Source: an optimization exercise on an open RTL-to-GDS flow (aim: a short achievable clock period and few clock cycles). Production flows keep margins and buffers that such runs may drop. Function was checked by simulation only, so behaviour that the tests miss may differ from the original. Power is estimated from default activity; no workload was simulated. The clock port is modelled as an ideal driver; clocking choices that lean on that would not hold on a real chip.

File: design/flow/design.v
`timescale 1ns / 1ps
package rs485_pkg;
   localparam int MODE_W  = 3;
   localparam int DATA_W  = 8;
   localparam int LIMIT_W = 16;
   localparam int KIND_W  = 2;
   localparam int COUNT_W = 7;
   localparam int TIMEOUT_W = 16;
   localparam logic [TIMEOUT_W-1:0] TIMEOUT_RESET = 16'd9;
   localparam logic [15:0] IDLE_MAX = 16'hFFFF;
   localparam logic [MODE_W-1:0] MODE_WRITE    = 3'd0;
   localparam logic [MODE_W-1:0] MODE_READ     = 3'd1;
   localparam logic [MODE_W-1:0] MODE_RX       = 3'd2;
   localparam logic [MODE_W-1:0] MODE_TX_READY = 3'd3;
   localparam logic [MODE_W-1:0] MODE_TX_DONE  = 3'd4;
   localparam logic [MODE_W-1:0] MODE_TICK     = 3'd5;
   localparam logic [KIND_W-1:0] KIND_STATUS    = 2'd0;
   localparam logic [KIND_W-1:0] KIND_TX_BYTE   = 2'd1;
   localparam logic [KIND_W-1:0] KIND_HOST_BYTE = 2'd2;
   localparam logic [KIND_W-1:0] KIND_NO_FRAME  = 2'd3;
   typedef enum logic [1:0] {
      PH_RECEIVING = 2'd0,
      PH_SENDING   = 2'd1,
      PH_DRAINING  = 2'd2
   } link_phase_type;
   typedef enum logic [1:0] {
      ST_IDLE     = 2'd0,
      ST_TX_FETCH = 2'd1,
      ST_FRAME    = 2'd2
   } ctrl_state_type;
endpackage
`timescale 1ns / 1ps
module rs485_ram #(
   parameter int WIDTH = 8,
   parameter int DEPTH = 64
) (
   input  logic                     clock,
   input  logic                     wr_en,
   input  logic [DEPTH-1:0]         wr_sel,
   input  logic [WIDTH-1:0]         wr_data,
   input  logic                     shift,
   output logic [WIDTH-1:0]         head0,
   output logic [WIDTH-1:0]         head1,
   output logic [WIDTH-1:0]         head2
);
   logic [DEPTH*WIDTH-1:0] mem;
   always_ff @(posedge clock) begin
      for (int i = 0; i < DEPTH - 1; i++) begin
         if (shift) begin
            mem[i*WIDTH +: WIDTH] <= mem[(i+1)*WIDTH +: WIDTH];
         end else if (wr_en && wr_sel[i]) begin
            mem[i*WIDTH +: WIDTH] <= wr_data;
         end
      end
      if (!shift && wr_en && wr_sel[DEPTH-1]) begin
         mem[(DEPTH-1)*WIDTH +: WIDTH] <= wr_data;
      end
   end
   assign head0 = mem[0 +: WIDTH];
   assign head1 = mem[WIDTH +: WIDTH];
   assign head2 = mem[2*WIDTH +: WIDTH];
endmodule
`timescale 1ns / 1ps
import rs485_pkg::*;
module rs485_half_duplex_frame_buffer_top #(
   parameter int BUFFER_DEPTH = 64
) (
   input  logic                            clock,
   input  logic                            reset,
   input  logic                            req_valid,
   output logic                            req_stall,
   input  logic [rs485_pkg::MODE_W-1:0]    req_mode,
   input  logic [rs485_pkg::DATA_W-1:0]    req_data,
   input  logic                            req_last,
   input  logic [rs485_pkg::LIMIT_W-1:0]   req_read_limit,
   output logic                            rsp_valid,
   input  logic                            rsp_stall,
   output logic [rs485_pkg::KIND_W-1:0]    rsp_kind,
   output logic [rs485_pkg::DATA_W-1:0]    rsp_byte_out,
   output logic                            rsp_final_res,
   output logic                            rsp_driver_enable,
   output logic [rs485_pkg::COUNT_W-1:0]   rsp_byte_count,
   input  logic                            csr_wr_en,
   input  logic [rs485_pkg::TIMEOUT_W-1:0] csr_wr_data
);
   localparam int D  = BUFFER_DEPTH;
   localparam int CW = $clog2(BUFFER_DEPTH + 1);
   localparam int RW = KIND_W + DATA_W + 1 + 1 + COUNT_W;
   logic                  r_valid, r_wr, r_rd, r_rx, r_txr, r_txd, r_tick;
   logic [DATA_W-1:0]     r_data;
   logic                  r_last;
   logic [CW-1:0]         r_lim;         
   logic                  r_lim_hi;      
   logic                  r_lim_nz, r_lim_1, r_lim_ge2, r_lim_ge3;   
   logic                  le_ff, le_in;   
   logic                  le;
   logic                  stall_ff, stall_in;     
   logic                  ready_ff;               
   logic                  rst_q;
   logic                  ph_rx_ff, ph_tx_ff, ph_dr_ff;
   logic                  ph_rx_in, ph_tx_in, ph_dr_in;
   logic                  driving_ff, driving_in;
   logic [CW-1:0]         tx_cnt_ff, tx_cnt_in;
   logic [D-1:0]          tx_oh_ff, tx_oh_in;
   logic [CW-1:0]         rx_len_ff, rx_len_in;
   logic [D-1:0]          rx_oh_ff, rx_oh_in;
   logic [15:0]           idle_ff, idle_in;
   logic [16:0]           idle_p1_ff, idle_p1_in;   
   logic                  ige_ff, ige_in;
   logic                  g_ff, g_in, g_new;        
   logic [TIMEOUT_W-1:0]  timeout_ff;
   logic                  tmo_z_ff;                 
   logic [CW-1:0]         rem_ff, rem_in;           
   logic [CW-1:0]         total_ff, total_in;
   logic                  o_valid_ff, s_valid_ff, s_valid_in;   
   logic                  o_empty_ff;                           
   logic [RW-1:0]         o_ff, s_ff, b_ff, o_new;
   logic                  o_hold, o_valid_in;
   logic                  ready, proc, strm, produce;
   logic                  go_wr, go_rdfr, go_rx, go_txb, go_txe, go_txd, go_tick, go_rdz;
   logic                  tx_full;
   logic                  rem_ge2, rem_ge3, rem_2;            
   logic                  rem_ge2_in, rem_ge3_in, rem_2_in;
   logic                  rx_ge3, rx_ge3_in, n_ge3;
   logic                  tx_nz, rx_nz, rx_1, rx_ge2;   
   logic                  tx_nz_in, rx_nz_in, rx_1_in, rx_ge2_in;
   logic                  n_nz, n_1, n_ge2, idle_clr, idle_inc;
   logic [CW-1:0]         n, tx_new, rx_len_p1;
   logic [RW-1:0]         p;
   logic [KIND_W-1:0]     p_kind;
   logic [DATA_W-1:0]     p_byte;
   logic                  p_final;
   logic [COUNT_W-1:0]    p_count;
   logic [DATA_W-1:0]     tx_h0, tx_h1, tx_h2, rx_h0, rx_h1, rx_h2;
   logic [DATA_W-1:0]     wdata_q;                  
   logic                  tx_wpend_ff, tx_spend_ff, rx_wpend_ff, rx_spend_ff;
   logic [DATA_W-1:0]     tx_byte, rx_byte0, rx_byte1;
   rs485_ram #(.WIDTH(DATA_W), .DEPTH(D)) u_tx_ram (
      .clock  (clock),
      .wr_en  (tx_wpend_ff),
      .wr_sel ({tx_oh_ff[0], tx_oh_ff[D-1:1]}),
      .wr_data(wdata_q),
      .shift  (tx_spend_ff),
      .head0  (tx_h0),
      .head1  (tx_h1),
      .head2  (tx_h2)
   );
   rs485_ram #(.WIDTH(DATA_W), .DEPTH(D)) u_rx_ram (
      .clock  (clock),
      .wr_en  (rx_wpend_ff),
      .wr_sel ({rx_oh_ff[0], rx_oh_ff[D-1:1]}),
      .wr_data(wdata_q),
      .shift  (rx_spend_ff),
      .head0  (rx_h0),
      .head1  (rx_h1),
      .head2  (rx_h2)
   );
   assign tx_byte  = tx_spend_ff ? tx_h1 : (tx_wpend_ff && tx_oh_ff[1]) ? wdata_q : tx_h0;
   assign rx_byte0 = (rx_wpend_ff && rx_oh_ff[1]) ? wdata_q : rx_h0;
   assign rx_byte1 = rx_spend_ff ? rx_h2 : rx_h1;
   assign tx_full   = tx_cnt_ff[CW-1];
   assign tx_new    = tx_full ? tx_cnt_ff : CW'(tx_cnt_ff + 1'b1);
   assign rx_len_p1 = CW'(rx_len_ff + 1'b1);
   assign le    = r_lim_hi || le_ff;
   assign n     = le ? rx_len_ff : r_lim;
   assign n_nz  = r_lim_hi || r_lim_nz;                     
   assign n_1   = rx_1 || (!r_lim_hi && r_lim_1);            
   assign n_ge2 = rx_ge2 && (r_lim_hi || r_lim_ge2);
   assign n_ge3 = rx_ge3 && (r_lim_hi || r_lim_ge3);
   assign ready   = ready_ff;
   assign strm    = rem_ge2 && !s_valid_ff;
   assign proc    = ready && r_valid;
   assign go_wr   = ready && r_wr && ph_rx_ff;
   assign go_rdz  = ready && r_rd && !rx_nz;
   assign go_rdfr = ready && r_rd && rx_nz && ige_ff;
   assign go_rx   = ready && r_rx && ph_rx_ff;
   assign go_txb  = ready && r_txr && ph_tx_ff && tx_nz;
   assign go_txe  = ready && r_txr && ph_tx_ff && !tx_nz;
   assign go_txd  = ready && r_txd && ph_dr_ff;
   assign go_tick = ready && r_tick;
   assign produce = strm || proc;
   always_comb begin
      ph_rx_in   = ph_rx_ff;
      ph_tx_in   = ph_tx_ff;
      ph_dr_in   = ph_dr_ff;
      driving_in = driving_ff;
      tx_cnt_in  = tx_cnt_ff;
      tx_oh_in   = tx_oh_ff;
      if (go_wr) begin
         tx_cnt_in = tx_new;
         if (!tx_full) begin
            tx_oh_in = {tx_oh_ff[D-2:0], tx_oh_ff[D-1]};
         end
         if (r_last) begin
            driving_in = 1'b1;
            ph_rx_in   = 1'b0;
            ph_tx_in   = 1'b1;
         end
      end
      if (go_txb) begin
         tx_cnt_in = CW'(tx_cnt_ff - 1'b1);
      end
      if (go_txe) begin
         ph_tx_in = 1'b0;
         ph_dr_in = 1'b1;
      end
      if (go_txd) begin
         driving_in = 1'b0;
         ph_dr_in   = 1'b0;
         ph_rx_in   = 1'b1;
         tx_cnt_in  = '0;
         tx_oh_in   = D'(1);
      end
      rx_len_in = rx_len_ff;
      rx_oh_in  = rx_oh_ff;
      if (go_rx) begin
         rx_len_in = rx_len_ff[CW-1] ? CW'(1) : rx_len_p1;
         rx_oh_in  = {rx_oh_ff[D-2:0], rx_oh_ff[D-1]};
      end
      if (go_rdfr) begin
         rx_len_in = '0;
         rx_oh_in  = D'(1);
      end
      idle_clr   = go_rx || go_rdz;
      idle_inc   = go_tick && !idle_p1_ff[16];
      idle_in    = idle_clr ? 16'd0 : idle_inc ? idle_p1_ff[15:0] : idle_ff;
      idle_p1_in = idle_clr ? 17'd1 : idle_inc ? 17'(idle_p1_ff + 1'b1) : idle_p1_ff;
      if (idle_clr) begin
         g_new = tmo_z_ff;
      end else if (idle_inc) begin
         g_new = g_ff || (idle_p1_ff == {1'b0, timeout_ff});
      end else begin
         g_new = g_ff;
      end
      ige_in = ready ? g_new : ige_ff;
      if (!csr_wr_en) begin
         g_in = g_new;
      end else if (idle_clr) begin
         g_in = (csr_wr_data == '0);
      end else if (idle_inc) begin
         g_in = ({1'b0, csr_wr_data} <= idle_p1_ff);
      end else begin
         g_in = (csr_wr_data <= idle_ff);
      end
      tx_nz_in  = go_wr || (tx_nz && !go_txd && !(go_txb && tx_cnt_ff == CW'(1)));
      rx_nz_in  = go_rx || (rx_nz && !go_rdfr);
      rx_1_in   = go_rx ? (rx_len_ff[CW-1] || !rx_nz) : (rx_1 && !go_rdfr);
      rx_ge2_in = go_rx ? (rx_nz && !rx_len_ff[CW-1]) : (rx_ge2 && !go_rdfr);
      rx_ge3_in = go_rx ? (rx_ge2 && !rx_len_ff[CW-1]) : (rx_ge3 && !go_rdfr);
      if (!ready) begin
         le_in = le_ff;
      end else if (go_rx && rx_len_ff[CW-1]) begin
         le_in = (req_read_limit[CW-1:0] != '0);
      end else if (go_rx) begin
         le_in = (rx_len_ff < req_read_limit[CW-1:0]);
      end else if (go_rdfr) begin
         le_in = 1'b1;
      end else begin
         le_in = (rx_len_ff <= req_read_limit[CW-1:0]);
      end
      rem_in     = rem_ff;
      rem_ge2_in = rem_ge2;
      rem_ge3_in = rem_ge3;
      rem_2_in   = rem_2;
      total_in = total_ff;
      if (strm) begin
         rem_in     = CW'(rem_ff - 1'b1);
         rem_ge2_in = rem_ge3;
         rem_ge3_in = (rem_ff[CW-1:2] != '0);
         rem_2_in   = (rem_ff == CW'(3));
      end
      if (go_rdfr) begin
         rem_in     = n;
         rem_ge2_in = n_ge2;
         rem_ge3_in = n_ge3;
         rem_2_in   = n_ge2 && !n_ge3;
         total_in = n;
      end
      p_kind  = KIND_STATUS;
      p_byte  = '0;
      p_final = 1'b1;
      p_count = '0;
      if (strm) begin
         p_kind  = KIND_HOST_BYTE;
         p_byte  = rx_byte1;
         p_final = rem_2;
         p_count = COUNT_W'(total_ff);
      end
      if (go_wr) begin
         p_count = COUNT_W'(tx_new);
      end
      if (ready && r_rd) begin
         if (!rx_nz || !ige_ff) begin
            p_kind = KIND_NO_FRAME;
         end else if (n_nz) begin
            p_kind  = KIND_HOST_BYTE;
            p_byte  = rx_byte0;
            p_final = n_1;
            p_count = COUNT_W'(n);
         end
      end
      if (go_txb) begin
         p_kind = KIND_TX_BYTE;
         p_byte = tx_byte;
      end
      p = {p_kind, p_byte, p_final, driving_in, p_count};
      s_valid_in = !o_empty_ff && rsp_stall && (s_valid_ff || produce);
      if (strm) begin
         stall_in = s_valid_in || rem_ge3;
      end else begin
         stall_in = s_valid_in || rem_ge2 || (go_rdfr && n_ge2);
      end
   end
   always_ff @(posedge clock) begin
      rst_q <= reset;
      if (reset) begin
         r_valid    <= 1'b0;
         r_wr       <= 1'b0;
         r_rd       <= 1'b0;
         r_rx       <= 1'b0;
         r_txr      <= 1'b0;
         r_txd      <= 1'b0;
         r_tick     <= 1'b0;
         stall_ff   <= 1'b0;
         ready_ff   <= 1'b1;
         timeout_ff <= TIMEOUT_RESET;
         tmo_z_ff   <= 1'b0;
         rem_ff     <= '0;
         rem_ge2    <= 1'b0;
         rem_ge3    <= 1'b0;
         rem_2      <= 1'b0;
         o_valid_ff <= 1'b0;
         o_empty_ff <= 1'b1;
         s_valid_ff <= 1'b0;
      end else begin
         if (ready) begin
            r_valid <= req_valid;
            r_wr    <= req_valid && (req_mode == MODE_WRITE);
            r_rd    <= req_valid && (req_mode == MODE_READ);
            r_rx    <= req_valid && (req_mode == MODE_RX);
            r_txr   <= req_valid && (req_mode == MODE_TX_READY);
            r_txd   <= req_valid && (req_mode == MODE_TX_DONE);
            r_tick  <= req_valid && (req_mode == MODE_TICK);
         end
         stall_ff   <= stall_in;
         ready_ff   <= !stall_in;
         if (csr_wr_en) begin
            timeout_ff <= csr_wr_data;
            tmo_z_ff   <= (csr_wr_data == '0);
         end
         rem_ff     <= rem_in;
         rem_ge2    <= rem_ge2_in;
         rem_ge3    <= rem_ge3_in;
         rem_2      <= rem_2_in;
         o_valid_ff <= o_valid_in;
         o_empty_ff <= !o_valid_in;
         s_valid_ff <= s_valid_in;
      end
   end
   always_ff @(posedge clock) begin
      if (rst_q) begin
         ph_rx_ff   <= 1'b1;
         ph_tx_ff   <= 1'b0;
         ph_dr_ff   <= 1'b0;
         driving_ff <= 1'b0;
         tx_cnt_ff  <= '0;
         tx_oh_ff   <= D'(1);
         rx_len_ff  <= '0;
         rx_oh_ff   <= D'(1);
         idle_ff    <= '0;
         idle_p1_ff <= 17'd1;
         ige_ff     <= 1'b0;
         g_ff       <= csr_wr_en && (csr_wr_data == '0);
         le_ff      <= 1'b1;
         tx_nz      <= 1'b0;
         rx_nz      <= 1'b0;
         rx_1       <= 1'b0;
         rx_ge2     <= 1'b0;
         rx_ge3     <= 1'b0;
      end else begin
         ph_rx_ff   <= ph_rx_in;
         ph_tx_ff   <= ph_tx_in;
         ph_dr_ff   <= ph_dr_in;
         driving_ff <= driving_in;
         tx_cnt_ff  <= tx_cnt_in;
         tx_oh_ff   <= tx_oh_in;
         rx_len_ff  <= rx_len_in;
         rx_oh_ff   <= rx_oh_in;
         idle_ff    <= idle_in;
         idle_p1_ff <= idle_p1_in;
         ige_ff     <= ige_in;
         g_ff       <= g_in;
         le_ff      <= le_in;
         tx_nz      <= tx_nz_in;
         rx_nz      <= rx_nz_in;
         rx_1       <= rx_1_in;
         rx_ge2     <= rx_ge2_in;
         rx_ge3     <= rx_ge3_in;
      end
   end
   always_ff @(posedge clock) begin
      if (ready) begin
         r_data    <= req_data;
         r_last    <= req_last;
         r_lim     <= req_read_limit[CW-1:0];
         r_lim_hi  <= (req_read_limit[LIMIT_W-1:CW] != '0);
         r_lim_nz  <= (req_read_limit[CW-1:0] != '0);
         r_lim_1   <= (req_read_limit[CW-1:0] == CW'(1));
         r_lim_ge2 <= (req_read_limit[CW-1:1] != '0);
         r_lim_ge3 <= (req_read_limit[CW-1:2] != '0) || (req_read_limit[1:0] == 2'd3);
      end
      total_ff <= total_in;
      wdata_q     <= r_data;
      tx_wpend_ff <= go_wr && !tx_full;
      tx_spend_ff <= go_txb;
      rx_wpend_ff <= go_rx;
      rx_spend_ff <= strm;
      if (!s_valid_ff) begin
         s_ff <= p;
      end
      o_ff <= o_hold ? b_ff : o_new;
      if (!o_hold && o_valid_in) begin
         b_ff <= o_new;
      end
   end
   assign o_hold     = !o_empty_ff && rsp_stall;
   assign o_valid_in = s_valid_ff || produce || o_hold;
   assign o_new      = s_valid_ff ? s_ff : p;
   assign req_stall  = stall_ff;
   assign rsp_valid = o_valid_ff;
   assign {rsp_kind, rsp_byte_out, rsp_final_res, rsp_driver_enable, rsp_byte_count} = o_ff;
endmodule
File: design/flow/flow/run.sh
#!/bin/bash
# The standard ORFS layout, with three changes to how it is built:
#  - the port buffers are sky130_fd_sc_hd__buf_4 cells instead of the
#    delay-cell buffers buffer_ports picks by default;
#  - the resizer may change a cell to any cell of the same function
#    (MATCH_CELL_FOOTPRINT=0), not only one with the same footprint;
#  - clock tree synthesis clusters up to 30 sinks within 100 um per leaf
#    buffer and adds no dummy loads, which gives a tree with fewer levels and
#    a shorter insertion delay for every register alike.
# The whole make output goes to standard_flow.log; ORFS keeps each step's log
# under orfs/logs/.
set -euo pipefail
bash standard.sh "BUFFER_PORTS_ARGS=-buffer_cell sky130_fd_sc_hd__buf_4" \
   MATCH_CELL_FOOTPRINT=0 \
   "CTS_ARGS=-sink_clustering_enable -repair_clock_nets -sink_clustering_size 30 -sink_clustering_max_diameter 100 -dont_use_dummy_load" \
   finish > standard_flow.log 2>&1
File: design/flow/standard.sh
#!/bin/bash
# synth_recipe.tcl (not shown) runs the flow's synth.tcl, then flattens the netlist and writes it again
# the make line also repeats each setting of config.mk as NAME=value (left out here)
make -C /OpenROAD-flow-scripts/flow DESIGN_CONFIG=/design/flow/config.mk WORK_HOME=/design/flow/orfs CLKGATE_MAP_FILE= SYNTH_SCRIPT=/design/flow/synth_recipe.tcl "${@:-finish}"
File: design/flow/config.mk
export PLATFORM = sky130hd
export DESIGN_NAME = rs485_half_duplex_frame_buffer_top
export DESIGN_NICKNAME = rs485_half_duplex_frame_buffer_top
export VERILOG_FILES = /design/flow/design.v
export SDC_FILE = /design/flow/constraint.sdc
export NUM_CORES = 4
export LEC_CHECK = 0
export ABC_CLOCK_PERIOD_IN_PS = 1600
export CAP_MARGIN = 20
export CORE_MARGIN = 2
export CORE_UTILIZATION = 75
export PLACE_DENSITY = 0.8
export SETUP_SLACK_MARGIN = 2.8
export SLEW_MARGIN = 20
export TNS_END_PERCENT = 20
File: design/flow/constraint.sdc
create_clock -name core_clock -period 4.6 [get_ports {clock}]
set_input_delay 0.9200 -clock core_clock [delete_from_list [all_inputs] [get_ports {clock}]]
set_output_delay 0.9200 -clock core_clock [all_outputs]
set_load 0.01 [all_outputs]
==> results of run 1 <==
## area by class of cell
type	instances	area, µm²
diodes	1	2.50
clock buffers	50	1250
fillers	4226	14000
inverters	65	265
multi-input cells	3178	15100
flip-flops and latches	1348	37600
well taps	950	1190
repair buffers	178	1740
repair inverters	1	7.51
## cell usage in the layout, fill, tap and decap left out, types with 9 or more instances in the layout
cell type     n
xnor2_1      21
nor2_1       98
nor3_1       23
nand2b_4     17
dfxtp_2      31
buf_6        26
mux2i_1      39
edfxtp_1   1055
a21o_1      134
clkbuf_16    55
buf_4       130
dfxtp_1     253
nand3_1      18
mux2_2       16
o21ai_1       9
nand2_1    2330
buf_12       11
a211oi_1     12
dfxtp_4       9
xor2_1       27
o21ai_0      24
ha_1         44
a21oi_1     176
nand2b_1     14
nand4_1      14
inv_1        58
## Yosys cell counts (8+ instances only)
cell	number
nand2_1	2332
edfxtp_1	1055
dfxtp_1	293
clkbuf_1	236
a21oi_1	177
a21o_1	134
nor2_1	101
buf_2	85
inv_1	60
ha_1	46
mux2i_1	42
nor3_1	34
nand2b_1	33
o21ai_0	33
xor2_1	27
mux2_2	23
a211oi_1	21
xnor2_1	21
nand3_1	19
nand4_1	14
buf_1	11
o31ai_1	9
a31oi_1	8
nor2b_1	8
nor4_1	8
## metrics by stage
stage                     area, µm²  utilization, %  setup WS (ps)  std cells
after floorplan               53700               -           2390       4917
after detailed placement      54400            76.5           2030       5637
after global routing          57100            80.3           2520       5770
final                         57100            80.4           2560       5771
after CTS                     56900            80.0           2540       5758
after global placement        54400            76.5           2110       5637
## cell families (layout without fill, tap and decap cells)
| group | after synthesis | in the layout | synth area share, % |
|---|---|---|---|
| adder cells (fa/ha/maj) | 46 | 46 | 1.07 |
| XOR/XNOR | 48 | 48 | 0.783 |
| multiplexers | 65 | 65 | 1.27 |
| AND/OR/NAND/NOR | 2588 | 2596 | 18.9 |
| other | 0 | 1 | 0 |
| buffers and inverters | 401 | 294 | 3.06 |
| flip-flops | 1348 | 1348 | 70.0 |
| AO/OA/AOI/OAI | 421 | 423 | 4.93 |
## routing by layer
metal / track usage, % / up-vias
li1: - / 16100
met1: 42.6 / 16900
met2: 49.5 / 1316
met3: 3.19 / 178
met4: 7.81 / 0
met5: 0 / -
## sequential cells by signal (all words and copies together) (netlist names), 7 cells and up
name	flops
rem_ff	7
total_ff	7
idle_ff	16
u_tx_ram.mem	512
o_ff	19
timeout_ff	16
r_data	8
rx_oh_ff	64
rx_len_ff	7
idle_p1_ff	17
s_ff	19
wdata_q	8
tx_cnt_ff	7
u_rx_ram.mem	512
r_lim	7
b_ff	19
tx_oh_ff	64
## report_power, final
| part | internal, µW | switching (µW) |
|---|---|---|
| Combinational | 197 | 478 |
| Clock | 1970 | 3370 |
| Sequential | 13100 | 51.3 |
| Total | 15300 | 3900 |
## path summary, 6_finish.rpt
| path | startpoint | endpoint | slack, ps |
|---|---|---|---|
| max | o_ff[11]$_DFF_P_ | rsp_byte_out[2] | 2560 |
| min | r_data[6]$_DFFE_PP_ | wdata_q[6]$_DFF_P_ | 360 |
| max reg2reg | rx_spend_ff$_DFF_P_ | u_rx_ram.mem[203]$_DFFE_PP_ | 2570 |
| min reg2reg | r_data[6]$_DFFE_PP_ | wdata_q[6]$_DFF_P_ | 360 |
## repair_timing
item	in CTS	in global routing
resized for setup	155	44
endpoints found under the setup margin	2167	1387
setup buffers	57	11
endpoints found under the hold margin	0	0
gates cloned	14	1
pin swaps	19	8
==> flow_metrics.tcl, run 1 <==
set metrics [dict create \
    whs_path_depth 0 \
    cts_inserted_buffers 50 \
    p_per_area_mw_per_mm2 336 \
    drive_above_1_share_pct 8.17 \
    min_period_ps 2040 \
    critPathBufInv 1 \
    drt_iter0_drc 3788 \
    cts_tree "built" \
    synth-edff-count 1055 \
    ys.flop_type "edfxtp_1" \
    hpwl_um 62100 \
    fp-row-count 98 \
    ctsHtreeMaxLevel 2 \
    hold_class "flip-flop to flip-flop" \
    wl_met2_um 53700 \
    cp.required_ps 3680 \
    crit_chain "buf_6" \
    maxCapViolations 0 \
    fin_skew_ps 36.4 \
    hold_buffers 0 \
    slowest_stage "dfxtp_2" \
    peakVddDrop_v 0.000339 \
    antenna_found_initial 0 \
    post-route-drc-count 0 \
    whs_ps 355 \
    top_layer "met4" \
    area_growth_pct 6.49 \
    wl_met1_um 46100 \
    tightest_slew_ps 966 \
    clk_pin_slew_ps 120 \
    total_power_uw 19200 \
    core_area_mm2 0.0711 \
    ios 70 \
    ys_seq_area_share_pct 70.0 \
    cellLeakagePower_uw 0.0215 \
    finalSetupViolations 0 \
    gp_congestion 0.883 \
    cp-end-kind "output pin" \
    die-width_um 271 \
    syn_inst 4917 \
    root_buffer "clkbuf_16" \
    grt_max_degree 221 \
    slowest_delay_ps 350 \
    gr-usage-all-layers_pct 29.7 \
    clock-sinks 1348 \
    path_delay_family "flip-flops" \
    first_pass_iters 6 \
    die_area_mm2 0.0737 \
    hold_viol 0 \
    clk_latency_ps 660 \
    synth.largest_area_cell "edfxtp_1" \
    synth_area_mm2 0.0537 \
    worst_ep_arrival_time_ps 1120 \
    synthArstFlopShare_pct 0 \
    wl_met3_um 7400 \
    ys_warn_count 2 \
    nets 4917 \
    outcome "finished clean" \
    viasPerCell 5.97 \
    synth.top_cell.area_share_pct 59.0 \
    clock.fmax_ghz 0.490 \
    critPathKind "flip-flop to output pin" \
    gr-total-overflow 0 \
    drt_wl_total_um 110000 \
    ys_ff_latch 1348 \
    wire_per_inst_um 19.1 \
    syn_area_per_cell_um2 10.9 \
    die_h_um 271 \
    rsz0062_at_grt "true" \
    start_util_pct 75.5 \
    fin_tns_setup_ps 0 \
    layout_worst_path_cycle_share_pct 44.4 \
    grt_pass1_vias 33300 \
    slew_headroom_pct 35.5 \
    drv_slew 0 \
    ys_top_cells_by_area "edfxtp_1 59%, nand2_1 16%, dfxtp_1 11%" \
    crit_path_start_kind "flip-flop" \
    portBuffers 69 \
    syn_nets 5012 \
    path_max_fanout 1 \
    path_depth 1 \
    grt_pass1_wl_um 176000 \
    ant_nets 0 \
    synth.distinct_cells 68 \
    r2r_cells 2 \
    via_count 34400 \
    cts_buffer_depth 3 \
]
Testbench counts, summed over its fixed seeds: cycles 9,281.
==> run 2: changes to the inputs <==
--- a/design/flow/config.mk
+++ b/design/flow/config.mk
@@ -9,6 +9,6 @@
 export CAP_MARGIN = 20
 export CORE_MARGIN = 2
-export CORE_UTILIZATION = 75
-export PLACE_DENSITY = 0.8
+export CORE_UTILIZATION = 65
+export PLACE_DENSITY = 0.7
 export SETUP_SLACK_MARGIN = 2.8
 export SLEW_MARGIN = 20
==> flow_metrics.tcl, run 2 <==
set metrics [dict create \
    outcome "finished clean" \
    min_period_ps 2030 \
    swShare_pct 20.6 \
    clk_latency_ps 670 \
    p_per_area_mw_per_mm2 335 \
    hold_viol 0 \
    path_delay_family "flip-flops" \
    drt_iter0_drc 2987 \
    drv_slew 0 \
    path_max_fanout 1 \
    start_util_pct 65.6 \
    regArea_mm2 0.0376 \
    die_area_mm2 0.0849 \
    peakVddDrop_v 0.000298 \
    core_area_mm2 0.0818 \
    worst_ep_arrival_time_ps 1110 \
    portBuffers 69 \
    ys_top_cells_by_area "edfxtp_1 59%, nand2_1 16%, dfxtp_1 11%" \
    multi_input_area_mm2 0.0152 \
    die-width_um 291 \
    clock-sinks 1348 \
    gr-total-overflow 0 \
    ant_nets 0 \
    synth.distinct_cells 68 \
    tightest_slew_ps 1070 \
    cellLeakagePower_uw 0.0216 \
    synth.top_cell.area_share_pct 59.0 \
    via_count 33700 \
    maxCapViolations 0 \
    crit_path_start_kind "flip-flop" \
    critPathBufInv 1 \
    cts_buffer_depth 3 \
    finalSetupViolations 0 \
    die_h_um 291 \
    seq_power_share_pct 68.2 \
    syn_inst 4917 \
    synth-edff-count 1055 \
    fin_tns_setup_ps 0 \
    hold_class "flip-flop to flip-flop" \
    cts_tree "built" \
    nets 4926 \
    slew_headroom_pct 28.5 \
    cp.required_ps 3680 \
    rsz0062_at_grt "true" \
    critPathKind "flip-flop to output pin" \
    layout_worst_path_cycle_share_pct 44.2 \
    area_growth_pct 7.60 \
    drt_wl_total_um 114000 \
    root_buffer "clkbuf_16" \
    gp_congestion 0.859 \
    first_pass_iters 5 \
    ys_warn_count 2 \
    slowest_delay_ps 340 \
    yosysMostFrequentCell "nand2_1" \
    p_sw_uw 3990 \
    grt_max_degree 147 \
    grt_pass1_wl_um 178000 \
    gr-usage-all-layers_pct 26.2 \
    grt_pass1_vias 32500 \
    clkPwrFrac_pct 28.2 \
    wire_per_inst_um 19.3 \
    rr_startpoint "r_lim_hi$_DFFE_PP_" \
    slowest_stage "dfxtp_2" \
    top_regs "u_rx_ram.mem (512), u_tx_ram.mem (512)" \
    power.internal_uw 15400 \
    nFillCells 6027 \
    cts_inserted_buffers 51 \
    synthTopCellsByCount "2332 x nand2_1, 1055 x edfxtp_1, 293 x dfxtp_1" \
    min_from "r_data[7]$_DFFE_PP_" \
    hpwl_um 63100 \
    final_cell_mix "2331 x nand2_1, 1055 x edfxtp_1, 238 x dfxtp_1" \
    setup.worst_path.start "o_ff[10]$_DFF_P_" \
    drive_above_1_share_pct 8.93 \
    synthArstFlopShare_pct 0 \
    whs_ps 357 \
    syn_area_per_cell_um2 10.9 \
    ys_ff_latch 1348 \
    synth_area_mm2 0.0537 \
    final_common_cell "nand2_1" \
    p_comb_share_pct 3.6 \
    cp-end-kind "output pin" \
    viasPerCell 5.71 \
    fin_skew_ps 61.3 \
    clock.fmax_ghz 0.492 \
    crit_chain "buf_6" \
    antenna_found_initial 0 \
    ys.flop_type "edfxtp_1" \
    clk_pin_slew_ps 110 \
    synth.largest_area_cell "edfxtp_1" \
    ios 70 \
    ctsHtreeMaxLevel 2 \
    ys_seq_area_share_pct 70.0 \
    post-route-drc-count 0 \
    syn_nets 5012 \
    fp-row-count 105 \
]
[run 2: path summary, 6_finish.rpt]
path / cells after the start / to / slack [ps]
hold / removal: 0 / wdata_q[7]$_DFF_P_ / 360
hold reg to reg: 0 / wdata_q[7]$_DFF_P_ / 360
setup reg to reg: 7 / o_ff[9]$_DFF_P_ / 2590
setup / recovery: 1 / rsp_byte_out[1] / 2570
[run 2: metrics by stage]
step / instance area [µm²] / util (%) / std cells / setup WS, ps / power (µW)
final: 57700 / 70.5 / 5900 / 2570 / 19300
after global routing: 57700 / 70.5 / 5899 / 2520 / 19900
after CTS: 56800 / 69.4 / 5856 / 2530 / 19400
after detailed placement: 54600 / 66.7 / 5757 / 1780 / 14100
after global placement: 54600 / 66.7 / 5756 / 1800 / 14100
after floorplan: 53700 / - / 4917 / 2390 / 13800
[run 2: layer usage]
layer / GRT usage (%) / wire length (µm) / vias to the layer above
li1: - / - / 16100
met1: 38.4 / 50400 / 16500
met2: 42.5 / 54600 / 980
met3: 2.94 / 6400 / 142
met4: 6.49 / 2590 / 0
met5: 0 / 0 / -
[run 2: what timing repair did]
item / in CTS / in global routing
pin swaps: 19 / 24
hold buffers: 0 / 0
gates resized for setup: 110 / 146
endpoints found under the setup margin: 2193 / 1491
cloned: 14 / 6
buffers inserted: 34 / 37
[run 2: power by group through the flow]
stage          logic [µW]  clock network, µW  registers [µW]
3_5_place_dp          647                  0           13500
6_report              688               5460           13200
3_3_place_gp          624                  0           13500
2_1_floorplan         403                  0           13400
5_1_grt               770               5920           13200
4_1_cts               668               5550           13200
[run 2: cell families (layout without fill, tap and decap cells)]
kind of cell,Yosys count,count (layout),synth area share [%]
AO/OA/AOI/OAI,421,422,4.93
XOR/XNOR,48,48,0.783
adder cells (fa/ha/maj),46,46,1.07
buffers and inverters,401,301,3.06
flip-flops,1348,1348,70.0
multiplexers,65,65,1.27
other,0,1,0
AND/OR/NAND/NOR,2588,2599,18.9
[run 2: area by class of cell]
type | instances | area share, %
Multi-Input combinational cell | 3180 | 26.3
Sequential cell | 1348 | 65.2
Antenna cell | 1 | 0.00433
Timing Repair inverter | 1 | 0.0130
Tap cell | 1070 | 2.32
Inverter | 65 | 0.496
Clock buffer | 51 | 2.21
Timing Repair Buffer | 184 | 3.45

## static timing again, ports no longer ideal
The flow's constraints put no driver on any port. The routed layouts listed below were extracted and timed again, unchanged, in two steps.
Step 1: set_driving_cell puts a clkbuf_16 on clock and a buf_2 on each other input, an assumption about the parent block.
Step 2, shift: input delay + t, output delay - t, t = (earliest + latest rising clock arrival at the registers) / 2. This alone moves slack from input paths to output paths.
Slacks: ideal ports / drivers / drivers and shift; pairs: ideal ports / drivers.
| run | shift t [ns] | setup WS [ns] | hold WS [ns] |
|---|---|---|---|
| run 1 | 0.703 | 2.558 / 2.494 / 2.101 | 0.355 / 0.355 / 0.355 |
| run 2 | 0.704 | 2.567 / 2.504 / 2.088 | 0.357 / 0.357 / 0.357 |
After both steps setup and hold are still met in every run listed. The setup slack of run 2, which loses most, moves by -0.063 ns with the drivers and by -0.479 ns with both steps.
